This is an optimization exercise on Yosys and OpenROAD, whose aim is small area and a short achievable clock period, not a production implementation. Only simulation tests tie the RTL to the original design; equivalence was not proved. Power and IR drop assume default switching activity.

$ cat flow/config.mk
export PLATFORM = sky130hd
export DESIGN_NAME = seq_top
export DESIGN_NICKNAME = seq_top
export VERILOG_FILES = /design/flow/design.v
export SDC_FILE = /design/flow/constraint.sdc
export NUM_CORES = 4
export LEC_CHECK = 0
export CAP_MARGIN = 20
export CELL_PAD_IN_SITES_DETAIL_PLACEMENT = 1
export CORE_MARGIN = 2
export CORE_UTILIZATION = 40
export CTS_CLUSTER_DIAMETER = 100
export CTS_CLUSTER_SIZE = 20
export SETUP_SLACK_MARGIN = 3.3
export SLEW_MARGIN = 20
export SYNTH_HIERARCHICAL = 1
export TNS_END_PERCENT = 10
$ cat flow/constraint.sdc
create_clock -name core_clock -period 6.0 [get_ports {clock}]
set_input_delay 1.2000 -clock core_clock [delete_from_list [all_inputs] [get_ports {clock}]]
set_output_delay 1.2000 -clock core_clock [all_outputs]
set_load 0.01 [all_outputs]
$ cat flow/design.v
`default_nettype none
package seq_pkg;
   localparam int seq_prog_depth   = 256;
   localparam int seq_num_inputs   = 4;
   localparam int seq_num_channels = 8;
   localparam int seq_op_hi  = 11;
   localparam int seq_op_lo  = 8;
   localparam int seq_imm_hi = 7;
   localparam int seq_imm_lo = 0;
   localparam int seq_src_hi = 5;   
   localparam int seq_src_lo = 4;
   localparam int seq_cmd_hi = 7;   
   localparam int seq_cmd_lo = 4;
   localparam int seq_dst_hi = 2;
   localparam int seq_dst_lo = 0;
   typedef logic [11:0]                          seq_inst_t;
   typedef logic [$clog2(seq_prog_depth)-1:0]    seq_addr_t;
   typedef logic [7:0]                           seq_byte_t;
   typedef logic [11:0]                          seq_cmd_t;    
   typedef logic [seq_num_channels-1:0]          seq_chan_mask_t;
   typedef enum logic [3:0] {
      op_nop = 4'h0,
      op_ldi = 4'h1,
      op_ldr = 4'h2,
      op_cmd = 4'h3,
      op_dmp = 4'h4,
      op_eqi = 4'h5,
      op_eqr = 4'h6,
      op_jxi = 4'h7,
      op_jxr = 4'h8,
      op_jzi = 4'h9,
      op_jzr = 4'ha    
   } seq_opcode_t;
   typedef enum logic [1:0] {
      state_reset = 2'h0,
      state_ready = 2'h1,
      state_error = 2'h2
   } seq_state_t;
endpackage
`default_nettype wire
`timescale 1ns/1ps
`default_nettype none
module seq_mem_bit (
   input  wire logic clock,
   input  wire logic hold,
   input  wire logic we,
   input  wire logic d,
   output logic      q
);
   always_ff @(posedge clock) begin
      q <= (q & hold) | (d & we);
   end
endmodule
module seq_mem_word (
   input  wire logic        clock,
   input  wire logic        hold,
   input  wire logic        we,
   input  wire logic [11:0] d,
   output logic      [11:0] q
);
   for (genvar b = 0; b < 12; b++) begin : g_bit
      seq_mem_bit u_bit (
         .clock (clock),
         .hold  (hold),
         .we    (we),
         .d     (d[b]),
         .q     (q[b])
      );
   end
endmodule
module seq_rd_oct (
   input  wire logic [7:0] s,
   input  wire logic [7:0] a,
   output logic            y
);
   logic [3:0] l1_n;
   for (genvar i = 0; i < 4; i++) begin : g_l1
      assign l1_n[i] = ~((s[2*i] & a[2*i]) | (s[2*i+1] & a[2*i+1]));
   end
   assign y = ~&l1_n;
endmodule
module seq_rd_nor2 (
   input  wire logic [1:0] a,
   output logic            y
);
   assign y = ~|a;
endmodule
module seq_rd_nand2 (
   input  wire logic [1:0] a,
   output logic            y
);
   assign y = ~&a;
endmodule
module seq_rd_column (
   input  wire logic [255:0] sel,
   input  wire logic [255:0] bits,
   output logic              y_n
);
   logic [31:0]  l2;     
   logic [15:0]  l3_n;   
   logic [7:0]   l4;     
   logic [3:0]   l5_n;   
   logic [1:0]   l6;     
   for (genvar i = 0; i < 32; i++) begin : g_l2
      seq_rd_oct u (.s (sel[8*i+7:8*i]), .a (bits[8*i+7:8*i]), .y (l2[i]));
   end
   for (genvar i = 0; i < 16; i++) begin : g_l3
      seq_rd_nor2 u (.a (l2[2*i+1:2*i]), .y (l3_n[i]));
   end
   for (genvar i = 0; i < 8; i++) begin : g_l4
      seq_rd_nand2 u (.a (l3_n[2*i+1:2*i]), .y (l4[i]));
   end
   for (genvar i = 0; i < 4; i++) begin : g_l5
      seq_rd_nor2 u (.a (l4[2*i+1:2*i]), .y (l5_n[i]));
   end
   for (genvar i = 0; i < 2; i++) begin : g_l6
      seq_rd_nand2 u (.a (l5_n[2*i+1:2*i]), .y (l6[i]));
   end
   seq_rd_nor2 u_l7 (.a (l6), .y (y_n));
endmodule
module seq_wr_dec (
   input  wire logic lo,
   input  wire logic hi,
   input  wire logic lo_n,
   input  wire logic hi_n,
   output logic      hold,
   output logic      we
);
   assign hold = ~(lo & hi);
   assign we   = ~(lo_n | hi_n);
endmodule
module seq_rd_dec (
   input  wire logic lo_n,
   input  wire logic hi_n,
   output logic      sel
);
   assign sel = ~(lo_n | hi_n);
endmodule
module seq_program_memory (
   input  wire logic               clock,
   input  wire logic               prog_wen,
   input  wire seq_pkg::seq_addr_t prog_addr,
   input  wire seq_pkg::seq_inst_t prog_data,
   input  wire logic [15:0]        fetch_lo_n,
   input  wire logic [15:0]        fetch_hi_n,
   output seq_pkg::seq_inst_t      inst_n
);
   localparam int depth = seq_pkg::seq_prog_depth;
   logic [15:0] wlo, whi, wlo_n, whi_n;
   always_comb begin
      for (int j = 0; j < 16; j++) begin
         wlo[j]   = prog_wen & (prog_addr[3:0] == j[3:0]);
         whi[j]   = (prog_addr[7:4] == j[3:0]);
         wlo_n[j] = ~wlo[j];
         whi_n[j] = ~whi[j];
      end
   end
   logic [11:0]      word_q [depth];
   logic [depth-1:0] sel;
   logic [depth-1:0] col    [12];
   for (genvar i = 0; i < depth; i++) begin : g_word
      logic hold, we;
      seq_wr_dec u_wdec (
         .lo   (wlo[i%16]),
         .hi   (whi[i/16]),
         .lo_n (wlo_n[i%16]),
         .hi_n (whi_n[i/16]),
         .hold (hold),
         .we   (we)
      );
      seq_rd_dec u_rdec (
         .lo_n (fetch_lo_n[i%16]),
         .hi_n (fetch_hi_n[i/16]),
         .sel  (sel[i])
      );
      seq_mem_word u_word (
         .clock (clock),
         .hold  (hold),
         .we    (we),
         .d     (prog_data),
         .q     (word_q[i])
      );
      for (genvar b = 0; b < 12; b++) begin : g_col
         assign col[b][i] = word_q[i][b];
      end
   end
   for (genvar b = 0; b < 12; b++) begin : g_read
      seq_rd_column u_col (
         .sel  (sel),
         .bits (col[b]),
         .y_n  (inst_n[b])
      );
   end
endmodule
`default_nettype wire
`timescale 1ns/1ps
`default_nettype none
module seq_core (
   input  wire logic               clock,
   input  wire logic               reset,
   input  wire seq_pkg::seq_inst_t inst_n,
   input  wire logic               inst_en,
   input  wire seq_pkg::seq_byte_t ireg_0,
   input  wire seq_pkg::seq_byte_t ireg_1,
   input  wire seq_pkg::seq_byte_t ireg_2,
   input  wire seq_pkg::seq_byte_t ireg_3,
   output seq_pkg::seq_addr_t      next,
   output logic [15:0]             next_lo_n,
   output logic [15:0]             next_hi_n,
   output seq_pkg::seq_cmd_t       oreg,
   output seq_pkg::seq_chan_mask_t oreg_wen,
   output logic                    error
);
   logic                    c_rdy, c_err;
   seq_pkg::seq_byte_t      c_transfer;
   seq_pkg::seq_addr_t      c_addr;
   logic [15:0]             c_lo_n, c_hi_n;
   seq_pkg::seq_byte_t ir [4];
   assign ir[0] = ireg_0;
   assign ir[1] = ireg_1;
   assign ir[2] = ireg_2;
   assign ir[3] = ireg_3;
   logic [15:0] ir_lo [4];
   logic [15:0] ir_hi [4];
   logic [3:0]  ir_eq;
   for (genvar k = 0; k < 4; k++) begin : g_ir
      assign ir_lo[k] = 16'd1 << ir[k][3:0];
      assign ir_hi[k] = 16'd1 << ir[k][7:4];
      assign ir_eq[k] = (c_transfer == ir[k]);
   end
   logic               ready, exec, tz;
   logic [15:0]        lo, hi, lo_inc, hi_inc;
   seq_pkg::seq_addr_t addr_inc;
   assign ready    = c_rdy & ~c_err;
   assign exec     = ready & inst_en;
   assign tz       = (c_transfer == 8'd0);
   assign lo       = ~c_lo_n;
   assign hi       = ~c_hi_n;
   assign lo_inc   = {lo[14:0], lo[15]};
   assign hi_inc   = lo[15] ? {hi[14:0], hi[15]} : hi;
   assign addr_inc = c_addr + 8'd1;   
   seq_pkg::seq_inst_t inst;
   logic [3:0]         op;
   seq_pkg::seq_byte_t imm;
   logic [3:0]         src_oh;
   assign inst   = ~inst_n;
   assign op     = inst[11:8];
   assign imm    = inst[7:0];
   assign src_oh = 4'd1 << inst[5:4];
   logic [15:0] imm_lo, imm_hi;
   assign imm_lo = 16'd1 << imm[3:0];
   assign imm_hi = 16'd1 << imm[7:4];
   logic op_ldi, op_ldr, op_wr, op_cmd, op_eqi, op_eqr, op_jmp, op_jmr;
   logic keep_t, illegal;
   assign op_ldi  = (op == seq_pkg::op_ldi);
   assign op_ldr  = (op == seq_pkg::op_ldr);
   assign op_cmd  = (op == seq_pkg::op_cmd);
   assign op_wr   = (op == seq_pkg::op_cmd) | (op == seq_pkg::op_dmp);
   assign op_eqi  = (op == seq_pkg::op_eqi);
   assign op_eqr  = (op == seq_pkg::op_eqr);
   assign op_jmp  = (op == seq_pkg::op_jxi) | ((op == seq_pkg::op_jzi) & tz);
   assign op_jmr  = (op == seq_pkg::op_jxr) | ((op == seq_pkg::op_jzr) & tz);
   assign illegal = (op > seq_pkg::op_jzr);
   assign keep_t  = ~(op_ldi | op_ldr | op_eqi | op_eqr | illegal);
   logic       s_imm, s_inc, s_hold, s_zero;
   logic [3:0] s_reg;
   assign s_imm  = exec & op_jmp;
   assign s_reg  = {4{exec & op_jmr}} & src_oh;
   assign s_inc  = exec & ~op_jmp & ~op_jmr & ~illegal;
   assign s_hold = ready & ~inst_en;
   assign s_zero = ~ready | (exec & illegal);
   logic       t_imm, t_eqi, t_hold;
   logic [3:0] t_reg, t_eqr;
   assign t_imm  = exec & op_ldi;
   assign t_reg  = {4{exec & op_ldr}} & src_oh;
   assign t_eqi  = exec & op_eqi;
   assign t_eqr  = {4{exec & op_eqr}} & src_oh;
   assign t_hold = ready & (~inst_en | keep_t);
   seq_pkg::seq_addr_t n_addr;
   logic [15:0]        n_lo, n_hi;
   always_comb begin
      n_addr = ({8{s_imm}}  & imm)
             | ({8{s_inc}}  & addr_inc)
             | ({8{s_hold}} & c_addr);
      n_lo   = ({16{s_imm}}  & imm_lo)
             | ({16{s_inc}}  & lo_inc)
             | ({16{s_hold}} & lo)
             | {15'd0, s_zero};
      n_hi   = ({16{s_imm}}  & imm_hi)
             | ({16{s_inc}}  & hi_inc)
             | ({16{s_hold}} & hi)
             | {15'd0, s_zero};
      for (int k = 0; k < 4; k++) begin
         n_addr = n_addr | ({8{s_reg[k]}}  & ir[k]);
         n_lo   = n_lo   | ({16{s_reg[k]}} & ir_lo[k]);
         n_hi   = n_hi   | ({16{s_reg[k]}} & ir_hi[k]);
      end
   end
   seq_pkg::seq_byte_t n_transfer;
   logic               eq_bit;
   always_comb begin
      eq_bit = t_eqi & (c_transfer == imm);
      for (int k = 0; k < 4; k++) begin
         eq_bit = eq_bit | (t_eqr[k] & ir_eq[k]);
      end
      n_transfer = ({8{t_imm}}  & imm)
                 | ({8{t_hold}} & c_transfer)
                 | {7'd0, eq_bit};
      for (int k = 0; k < 4; k++) begin
         n_transfer = n_transfer | ({8{t_reg[k]}} & ir[k]);
      end
   end
   logic n_err, n_rdy;
   assign n_err = c_err | (c_rdy & exec & illegal);
   assign n_rdy = ~n_err;
   assign oreg     = {op_cmd ? inst[7:4] : 4'b0000, c_transfer};
   assign oreg_wen = (exec & op_wr) ? (8'd1 << inst[2:0]) : 8'd0;
   assign next      = c_addr;
   assign next_lo_n = c_lo_n;
   assign next_hi_n = c_hi_n;
   assign error     = c_err;
   always_ff @(posedge clock) begin
      if (reset) begin
         c_err      <= 1'b0;
         c_rdy      <= 1'b0;
         c_transfer <= '0;
         c_addr     <= '0;
         c_lo_n     <= 16'hfffe;
         c_hi_n     <= 16'hfffe;
      end else begin
         c_err      <= n_err;
         c_rdy      <= n_rdy;
         c_transfer <= n_transfer;
         c_addr     <= n_addr;
         c_lo_n     <= ~n_lo;
         c_hi_n     <= ~n_hi;
      end
   end
endmodule
`default_nettype wire
`timescale 1ns/1ps
`default_nettype none
module seq_command_bank (
   input  wire logic                    clock,
   input  wire logic                    reset,
   input  wire seq_pkg::seq_cmd_t       oreg,
   input  wire seq_pkg::seq_chan_mask_t oreg_wen,
   output seq_pkg::seq_cmd_t            chan_0,
   output seq_pkg::seq_cmd_t            chan_1,
   output seq_pkg::seq_cmd_t            chan_2,
   output seq_pkg::seq_cmd_t            chan_3,
   output seq_pkg::seq_cmd_t            chan_4,
   output seq_pkg::seq_cmd_t            chan_5,
   output seq_pkg::seq_cmd_t            chan_6,
   output seq_pkg::seq_cmd_t            chan_7,
   output seq_pkg::seq_chan_mask_t      chan_strobe
);
   seq_pkg::seq_cmd_t chan_q [seq_pkg::seq_num_channels];
   seq_pkg::seq_cmd_t wdata;
   assign wdata = reset ? '0 : oreg;
   always_ff @(posedge clock) begin
      chan_strobe <= reset ? '0 : oreg_wen;   
   end
   for (genvar i = 0; i < seq_pkg::seq_num_channels; i++) begin : g_chan
      wire load = reset | oreg_wen[i];
      seq_mem_word u_word (
         .clock (clock),
         .hold  (~load),
         .we    (load),
         .d     (wdata),
         .q     (chan_q[i])
      );
   end
   assign chan_0 = chan_q[0];
   assign chan_1 = chan_q[1];
   assign chan_2 = chan_q[2];
   assign chan_3 = chan_q[3];
   assign chan_4 = chan_q[4];
   assign chan_5 = chan_q[5];
   assign chan_6 = chan_q[6];
   assign chan_7 = chan_q[7];
endmodule
`default_nettype wire
`timescale 1ns/1ps
`default_nettype none
module seq_top (
   input  wire logic               clock,
   input  wire logic               reset,
   input  wire logic               run,
   input  wire logic               prog_wen,
   input  wire seq_pkg::seq_addr_t prog_addr,
   input  wire seq_pkg::seq_inst_t prog_data,
   input  wire seq_pkg::seq_byte_t ireg_0,
   input  wire seq_pkg::seq_byte_t ireg_1,
   input  wire seq_pkg::seq_byte_t ireg_2,
   input  wire seq_pkg::seq_byte_t ireg_3,
   output seq_pkg::seq_addr_t      pc,
   output logic                    error,
   output seq_pkg::seq_cmd_t       chan_0,
   output seq_pkg::seq_cmd_t       chan_1,
   output seq_pkg::seq_cmd_t       chan_2,
   output seq_pkg::seq_cmd_t       chan_3,
   output seq_pkg::seq_cmd_t       chan_4,
   output seq_pkg::seq_cmd_t       chan_5,
   output seq_pkg::seq_cmd_t       chan_6,
   output seq_pkg::seq_cmd_t       chan_7,
   output seq_pkg::seq_chan_mask_t chan_strobe
);
   logic                    inst_en;
   seq_pkg::seq_inst_t      inst_n;
   seq_pkg::seq_cmd_t       oreg;
   seq_pkg::seq_chan_mask_t oreg_wen;
   logic [15:0]             fetch_lo_n;
   logic [15:0]             fetch_hi_n;
   assign inst_en = run & ~prog_wen;   
   seq_program_memory seq_program_memory_inst (
      .clock      (clock),
      .prog_wen   (prog_wen),
      .prog_addr  (prog_addr),
      .prog_data  (prog_data),
      .fetch_lo_n (fetch_lo_n),
      .fetch_hi_n (fetch_hi_n),
      .inst_n     (inst_n)
   );
   seq_core seq_core_inst (
      .clock    (clock),
      .reset    (reset),
      .inst_n   (inst_n),
      .inst_en  (inst_en),
      .ireg_0   (ireg_0),
      .ireg_1   (ireg_1),
      .ireg_2   (ireg_2),
      .ireg_3   (ireg_3),
      .next      (pc),
      .next_lo_n (fetch_lo_n),
      .next_hi_n (fetch_hi_n),
      .oreg     (oreg),
      .oreg_wen (oreg_wen),
      .error    (error)
   );
   seq_command_bank seq_command_bank_inst (
      .clock       (clock),
      .reset       (reset),
      .oreg        (oreg),
      .oreg_wen    (oreg_wen),
      .chan_0      (chan_0),
      .chan_1      (chan_1),
      .chan_2      (chan_2),
      .chan_3      (chan_3),
      .chan_4      (chan_4),
      .chan_5      (chan_5),
      .chan_6      (chan_6),
      .chan_7      (chan_7),
      .chan_strobe (chan_strobe)
   );
endmodule
`default_nettype wire
$ cat flow/run.sh
#!/bin/bash
# synth_recipe.tcl (not shown) runs the flow's synth.tcl, then flattens the netlist and writes it again
# the make line also repeats each setting of config.mk as NAME=value (left out here)
make -C /OpenROAD-flow-scripts/flow DESIGN_CONFIG=/design/flow/config.mk WORK_HOME=/design/flow/orfs CLKGATE_MAP_FILE= SYNTH_SCRIPT=/design/flow/synth_recipe.tcl finish
==> impl_metrics.env, run 1 <==
export IMPL_wl_met1_um=209000
export IMPL_cts_buffer_depth=4
export IMPL_layout_drive_gt1_share_pct=14.4
export IMPL_cts_tree="done"
export IMPL_seq_power_share_pct=59.8
export IMPL_hold_class="reg2reg"
export IMPL_finalCritPeriodShare_pct=67.6
export IMPL_drc_errors=0
export IMPL_clkTransAtPathRegs_ns=0.10
export IMPL_worst_pin_slew_ns=1.26
export IMPL_topRoutingLayerUsed="met5"
export IMPL_dieArea_mm2=0.292
export IMPL_synth_main_ff_cell="dfxtp_1"
export IMPL_syn_area_mm2=0.115
export IMPL_slowest_stage="dfxtp_4"
export IMPL_clock_sinks=3226
export IMPL_power_share_clock_pct=34.0
export IMPL_grt_max_degree=118
export IMPL_area_growth_pct=18.2
export IMPL_synth_seq_cells=3226
export IMPL_ant_nets=0
export IMPL_syn_avg_cell_area_um2=11.3
export IMPL_yosysWarnings=17
export IMPL_dieWidth_um=541
export IMPL_p_total_mw=38.5
export IMPL_critPathMaxStageDelay_ns=0.51
export IMPL_core_mm2=0.286
export IMPL_dr_pass1_iters=6
export IMPL_portBuffers=168
export IMPL_crit_buf_inv=3
export IMPL_pwr_share_comb_pct=6.1
export IMPL_drt_iter0_drc=14000
export IMPL_crit_chain="buf_12, nor2_1, buf_6, buf_4, a22oi_1, nand4_1, nor2_1, nand2_1, nor2_1, nand2_1, nor2_2, xnor2_1, nor4_2, nand4_1, o41ai_1, a221oi_1, o22ai_1"
export IMPL_crit_fanout=9
export IMPL_switchingPower_mw=9.36
export IMPL_p_leak_nw=49.2
export IMPL_setup_viol=0
export IMPL_rsz0062_at_grt="true"
export IMPL_die_h_um=541
export IMPL_layout_common_cells="dfxtp_1 (3194), a22o_1 (3171), a22oi_1 (1410)"
export IMPL_critPathTopFamily="simple AND/OR/NAND/NOR gates"
export IMPL_dpl_cell_area_mm2=0.124
export IMPL_path_class="reg2reg"
export IMPL_gp_congestion=0.998
export IMPL_root_buffer="clkbuf_16"
export IMPL_row_count=196
export IMPL_grt_pass1_wl_um=732000
export IMPL_internal_power_mw=29.2
export IMPL_final_nets=11100
export IMPL_power_switching_share_pct=24.3
export IMPL_fillers=29800
export IMPL_fmax_ghz=0.247
export IMPL_dp_cells=14300
export IMPL_critPathLaunchType="register"
export IMPL_ys_types=71
export IMPL_first_global_vias=101000
export IMPL_io_pins=169
export IMPL_slew_headroom_pct=15.6
export IMPL_met3RoutedLength_um=55500
export IMPL_path_common_cell="nor2_1"
export IMPL_hpwl_um=327000
export IMPL_clkLatencyLatePin_ns=0.93
export IMPL_period_needed_ns=4.05
export IMPL_synthCells=10200
export IMPL_max_cap_violations=0
export IMPL_fin_cells=14800
export IMPL_synth_nets=10300
export IMPL_wirelength_um=519000
export IMPL_vias=105000
export IMPL_track_usage_pct=33.4
export IMPL_utilization_pct=47.6
export IMPL_ir_worst_vdd_mv=0.257
export IMPL_start_util_pct=40.3
export IMPL_grt_overflow=0
export IMPL_viasPerCell=7.07
export IMPL_critical_path_required_ns=6.83
export IMPL_status="finished clean"
export IMPL_final_hold_violation_count=0
export IMPL_yosysSeqAreaShare_pct=56.1
export IMPL_slew_viol_final=0
export IMPL_end_kind="register"
export IMPL_met2WireLength_um=224000
export IMPL_synth_edf_count=0
export IMPL_powerDensity_mw_per_mm2=283
export IMPL_numCtsBuffers=185
export IMPL_wire_per_inst_um=35.0
export IMPL_async_flop_share_pct=0
export IMPL_antenna_found_initial=49
export IMPL_final_setup_skew_ns=0.0596
export IMPL_htree_levels=4
export IMPL_cp_arrival_ns=4.89
export IMPL_fin_setup_tns_ns=0
export IMPL_finish_instance_area_mm2=0.136
export IMPL_mostFrequentLayoutCell="dfxtp_1"
synth_stat cells (6+ instances only):
master	count	area share, %
mux2_2	10	0.098
dfxtp_1	3226	56
a221oi_1	6	0.046
clkbuf_1	49	0.16
buf_2	26	0.11
nand3_1	40	0.17
and2b_1	6	0.039
o221ai_1	10	0.076
a211oi_1	8	0.052
nand4_1	392	2.1
o21ai_0	45	0.20
a22oi_1	1541	10
mux4_2	6	0.12
o32ai_1	6	0.046
or2_1	9	0.049
inv_1	11	0.036
a31oi_1	11	0.060
nand2_1	432	1.4
nand2b_1	26	0.14
a22o_1	3172	24
and3_1	7	0.038
mux2i_1	8	0.070
xor2_1	12	0.091
xnor2_1	30	0.23
a21oi_1	19	0.083
o22ai_1	48	0.26
a222oi_1	8	0.070
nor2_1	847	2.8
nor3_1	40	0.17
nand3b_1	16	0.10
nor2b_1	31	0.17
nor4_1	20	0.11
per-module statistics from Yosys, one instance, submodules excluded, a selection:
module	cells	copies in the design	flops+latches	cell area (um^2)
seq_core	664	1	50	4860
seq_program_memory	96	1	0	483
seq_command_bank	47	1	8	400
seq_rd_oct	5	384	0	36.3
seq_mem_bit	2	3168	1	28.8
seq_wr_dec	2	256	0	7.51
seq_rd_nand2	1	120	0	3.75
seq_rd_nor2	1	252	0	3.75
seq_rd_dec	1	256	0	3.75
worst register-to-register path, cell delays in order (launching register included):
cell and delay, ns:
dfxtp_4 0.51, buf_12 0.22, nor2_1 0.08, buf_6 0.14, buf_4 0.14, a22oi_1 0.21, nand4_1 0.19, nor2_1 0.42
nand2_1 0.26, nor2_1 0.29, nand2_1 0.13, nor2_2 0.19, xnor2_1 0.12, nor4_2 0.30, nand4_1 0.13, o41ai_1 0.26
a221oi_1 0.12, o22ai_1 0.23
metal layers:
layer	up-vias	track usage (%)
met2	6118	49.2
li1	43400	-
met4	30	18.1
met3	1258	8.61
met5	-	0.740
met1	54000	44.4
final cells by class:
class | instances | area (um^2) | share of cell area [%]
Multi-Input combinational cell | 6885 | 54000 | 39.7
Tap cell | 3762 | 4710 | 3.46
Timing Repair Buffer | 713 | 7570 | 5.56
Clock inverter | 15 | 309 | 0.227
Antenna cell | 28 | 70.1 | 0.0515
Sequential cell | 3226 | 64700 | 47.5
Clock buffer | 187 | 4650 | 3.41
Inverter | 13 | 51.3 | 0.0377
cells by family after synthesis:
group	synth area share [%]
AO/OA/AOI/OAI	35.3
multiplexers	0.285
XOR/XNOR	0.319
AND/OR/NAND/NOR	7.59
flip-flops	56.1
buffers and inverters	0.397
adder cells (fa/ha/maj)	0.0109
worst paths after layout:
check                                                    startpoint  slack (ns)                                     end  cells past startpoint
worst max-delay path            seq_core_inst.c_lo_n[15]$_SDFF_PP1_        1.95  seq_core_inst.c_transfer[0]$_SDFF_PP0_                     17
worst min-delay path                                       register        0.49                                register                      1
worst max register to register  seq_core_inst.c_lo_n[15]$_SDFF_PP1_        1.95  seq_core_inst.c_transfer[0]$_SDFF_PP0_                     17
worst min register to register                             register        0.49                                register                      1
sequential cells by signal, indices dropped and copies added, names as in the netlist:
| register | count |
|---|---|
| seq_command_bank_inst.chan_strobe | 8 |
| seq_command_bank_inst.g_chan.u_word.g_bit.u_bit.q | 96 |
| seq_core_inst.c_addr | 8 |
| seq_core_inst.c_err | 1 |
| seq_core_inst.c_hi_n | 16 |
| seq_core_inst.c_lo_n | 16 |
| seq_core_inst.c_rdy | 1 |
| seq_core_inst.c_transfer | 8 |
| seq_program_memory_inst.g_word.u_word.g_bit.u_bit.q | 3072 |
power groups by stage:
stage / Sequential (mW) / Combinational [mW] / Clock (mW)
after floorplan: 23.3 / 1.19 / 0
after global placement: 23.5 / 2.07 / 0
after detailed placement: 23.5 / 2.15 / 0
after CTS: 23.0 / 2.22 / 13.2
after global routing: 23.2 / 2.45 / 14.0
final: 23.1 / 2.36 / 13.1
metrics by stage:
| step | worst slack (ns) | hold slack [ns] |
|---|---|---|
| final | 1.95 | 0.487 |
| after global routing | 2.03 | 0.501 |
| after CTS | 2.11 | 0.489 |
| after detailed placement | 0.0516 | 0.471 |
| after global placement | 0.0883 | 0.466 |
| after floorplan | 3.07 | 0.456 |
what timing repair did:
action                                  in CTS  in global routing
pin swaps                                   56                134
setup buffers                              119                142
gates cloned                                 4                 15
hold buffers                                 0                  0
gates resized for setup                    559                575
endpoints found under the setup margin    3339               3339
==> inputs of run 2 (changes only) <==
--- a/flow/config.mk
+++ b/flow/config.mk
@@ -11,7 +11,7 @@
 export CORE_UTILIZATION = 40
 export CTS_CLUSTER_DIAMETER = 100
 export CTS_CLUSTER_SIZE = 20
-export SETUP_SLACK_MARGIN = 3.3
+export SETUP_SLACK_MARGIN = 2.3
 export SLEW_MARGIN = 20
 export SYNTH_HIERARCHICAL = 1
-export TNS_END_PERCENT = 10
+export TNS_END_PERCENT = 5
==> run 2 against run 1 <==
  * Worst setup slack got worse by 0.072 ns
  * Clock-buffer cell count increased by 5
  * Combinational power decreased by 3%
  * Final cell count decreased by 0.40%
  * Sequential share of layout area increased by 0.38 points
  * Sequential power about the same
  * Power decreased by 0.54%
  * First-iteration DRC count decreased by 4.0%
  * Via count decreased by 0.81%
  * Largest cell class unchanged
  * Global-route usage decreased by 0.52 points
  * Highest routed layer unchanged
  * Register-to-register slack about the same
  * Fmax decreased by 1.7%
==> impl_metrics.env, run 2 <==
export IMPL_status="finished clean"
export IMPL_setup_viol=0
export IMPL_reg_top3="seq_program_memory_inst.g_word.u_word.g_bit.u_bit.q x3072, seq_command_bank_inst.g_chan.u_word.g_bit.u_bit.q x96"
export IMPL_row_count=196
export IMPL_clkTransAtPathRegs_ns=0.08
export IMPL_rsz0062_at_grt="true"
export IMPL_io_pins=169
export IMPL_dr_pass1_iters=8
export IMPL_period_needed_ns=4.13
export IMPL_timing_hold_ws_ns=0.489
export IMPL_synth_main_ff_cell="dfxtp_1"
export IMPL_synthCells=10200
export IMPL_cp_startpoint="prog_addr[0]"
export IMPL_clock_sinks=3226
export IMPL_finish_instance_area_mm2=0.135
export IMPL_ant_nets=0
export IMPL_end_kind="register"
export IMPL_root_buffer="clkbuf_16"
export IMPL_largest_reg_flops=3072
export IMPL_grt_overflow=0
export IMPL_die_h_um=541
export IMPL_layout_drive_gt1_share_pct=13.3
export IMPL_synth_nets=10300
export IMPL_power_share_clock_pct=33.9
export IMPL_reg2reg_from="seq_core_inst.c_hi_n[10]$_SDFF_PP1_"
export IMPL_synth_edf_count=0
export IMPL_gp_congestion=0.961
export IMPL_yosysWarnings=17
export IMPL_internal_power_mw=29.2
export IMPL_dieWidth_um=541
export IMPL_yosysSeqAreaShare_pct=56.1
export IMPL_yosys_area_top_type="dfxtp_1"
export IMPL_cts_tree="done"
export IMPL_dieArea_mm2=0.292
export IMPL_fin_cells=14800
export IMPL_slew_headroom_pct=10.8
export IMPL_power_switching_share_pct=24.0
export IMPL_p_leak_nw=48.7
export IMPL_critPathLaunchType="input port"
export IMPL_htree_levels=4
export IMPL_portBuffers=168
export IMPL_syn_avg_cell_area_um2=11.3
export IMPL_final_setup_skew_ns=0.0563
export IMPL_cp_arrival_ns=4.97
export IMPL_start_util_pct=40.3
export IMPL_crit_fanout=14
export IMPL_track_usage_pct=32.8
export IMPL_ys_types=71
export IMPL_area_growth_pct=17.2
export IMPL_layout_common_cells="dfxtp_1 (3198), a22o_1 (3171), a22oi_1 (1406)"
export IMPL_cts_buffer_depth=4
export IMPL_max_cap_violations=0
export IMPL_fillers=29900
export IMPL_hpwl_um=326000
export IMPL_core_mm2=0.286
export IMPL_numCtsBuffers=188
export IMPL_topRoutingLayerUsed="met5"
export IMPL_final_hold_violation_count=0
export IMPL_r2r_cells=20
export IMPL_finalCritPeriodShare_pct=68.8
export IMPL_dp_cells=14300
export IMPL_first_global_vias=101000
export IMPL_synth_area_top_cells="dfxtp_1 (56%), a22o_1 (24%), a22oi_1 (10%)"
export IMPL_syn_area_mm2=0.115
export IMPL_dpl_cell_area_mm2=0.124
export IMPL_drc_errors=0
export IMPL_switchingPower_mw=9.18
export IMPL_vias=104000
export IMPL_grt_max_degree=115
export IMPL_synth_seq_cells=3226
export IMPL_wl_met1_um=206000
export IMPL_pwr_share_comb_pct=6.0
export IMPL_yosysMostFrequentCell="dfxtp_1"
export IMPL_wire_per_inst_um=34.4
export IMPL_final_nets=11000
export IMPL_slew_viol_final=0
export IMPL_reg2reg_slack_ns=1.95
export IMPL_async_flop_share_pct=0
export IMPL_yosys_area_top_type_share_pct=56.1
export IMPL_ir_worst_vdd_mv=0.247
export IMPL_hold_class="reg2reg"
export IMPL_fmax_ghz=0.242
export IMPL_clkLatencyLatePin_ns=0.92
export IMPL_path_class="in2reg"
export IMPL_viasPerCell=7.04
export IMPL_ys_top_cells_by_count="dfxtp_1 (3226), a22o_1 (3172), a22oi_1 (1541)"
export IMPL_fin_setup_tns_ns=0
export IMPL_antenna_found_initial=23
export IMPL_regMostFlops="seq_program_memory_inst.g_word.u_word.g_bit.u_bit.q"
export IMPL_wirelength_um=508000
export IMPL_grt_pass1_wl_um=727000
export IMPL_worst_pin_slew_ns=1.34
export IMPL_met3RoutedLength_um=48600
export IMPL_mostFrequentLayoutCell="dfxtp_1"
export IMPL_met2WireLength_um=221000
export IMPL_drt_iter0_drc=13400
export IMPL_critical_path_required_ns=6.84
export IMPL_powerDensity_mw_per_mm2=284
export IMPL_seq_power_share_pct=60.2
-- run 2: worst min-delay path by stage --
stage	depth (start not counted)	start	endpoint
floorplan	1	register	register
global placement	1	register	register
detailed placement	1	register	register
CTS	1	register	register
global route	1	register	register
finish	1	register	register
-- run 2: layout make-up --
type	instances	area (um^2)	share of cell area, %
sequential	3226	64700	47.9
clock inverter	8	87.6	0.0649
antenna	19	47.5	0.0352
inverter	13	52.6	0.0389
multi-input combinational	6882	53400	39.6
tap	3762	4710	3.49
timing repair buffer	667	7160	5.31
clock buffer	192	4770	3.54
-- run 2: Yosys stat by module (local to each module, per instance), a selection --
module,cell area (um^2),flops+latches
seq_program_memory,483,0
seq_command_bank,400,8
seq_mem_bit,28.8,1
seq_rd_oct,36.3,0
seq_core,4860,50
seq_top,13.8,0
seq_wr_dec,7.51,0
seq_rd_dec,3.75,0
seq_rd_nand2,3.75,0
seq_rd_nor2,3.75,0
-- run 2: kinds of logic after synthesis --
logic type	Yosys count	share of synthesized area, %
AOI/OAI and AO/OA	4908	35.3
xor gates and xnor gates	42	0.319
adders and majority gates	1	0.0109
buffers and inverters	100	0.397
DFF	3226	56.1
muxes	24	0.285
and+or+nand+nor	1903	7.59
-- run 2: worst max-delay path: stages --
cell             delay, ns
clkdlybuf4s50_1       0.86
nor2_1                0.62
nand2_2               0.67
buf_4                 0.55
nor2_1                0.77
a22o_1                0.25
-- run 2: power groups by stage --
stage / Combinational, mW / Clock [mW] / Sequential [mW]
6_report: 2.29 / 13.0 / 23.1
5_1_grt: 2.39 / 13.8 / 23.2
4_1_cts: 2.22 / 13.1 / 23.0
3_5_place_dp: 2.16 / 0 / 23.5
3_3_place_gp: 2.08 / 0 / 23.5
2_1_floorplan: 1.19 / 0 / 23.3
-- run 2: per-layer routing --
layer | up-vias | GRT usage (%)
met5 | - | 0
met4 | 12 | 18.9
met3 | 1260 | 6.20
met2 | 5741 | 49.5
met1 | 53700 | 43.9
li1 | 43300 | -
-- run 2: through the flow --
step | setup slack [ns] | power (mW) | util (%)
final | 1.87 | 38.3 | 47.2
after global routing | 1.97 | 39.4 | 47.2
after CTS | 2.04 | 38.3 | 46.6
after detailed placement | 0.163 | 25.7 | 43.5
after global placement | 0.246 | 25.5 | 43.4
after floorplan | 2.68 | 24.5 | -
-- run 2: repair_timing --
item                                    in CTS  in global routing
pin swaps                                  100                100
buffers inserted                           112                 72
hold endpoints to repair                     0                  0
endpoints found under the setup margin    1214               1650
hold buffers                                 0                  0
gates resized for setup                    715                269
cloned                                      12                 10

## static timing again, ports no longer ideal
No port has a modelled driver above. Below, the same layouts with a new extraction and two added sets of constraints.
Step 1: set_driving_cell puts a clkbuf_16 on clock and a buf_2 on each other input, an assumption about the parent block.
Step 2, shift: input delay + t, output delay - t, t = (earliest + latest rising clock arrival at the registers) / 2. This alone moves slack from input paths to output paths.
a / b / c = no drivers / after step 1 / after step 2; a / b = the first two.
| run | shift t [ns] | setup WS [ns] | hold slack, ns | worst slew at a driven data input, ns | pins driven straight from the clock port |
|---|---|---|---|---|---|
| run 1 | 1.017 | 1.945 / 1.945 / 1.693 | 0.487 / 0.487 / 0.487 | 0.21 | 1 |
| run 2 | 1.008 | 1.873 / 1.950 / 0.947 | 0.489 / 0.489 / 0.489 | 0.16 | 1 |
After both steps setup and hold are still met in every run listed. The setup slack of run 2, which loses most, moves by +0.077 ns with the drivers and by -0.926 ns with both steps.
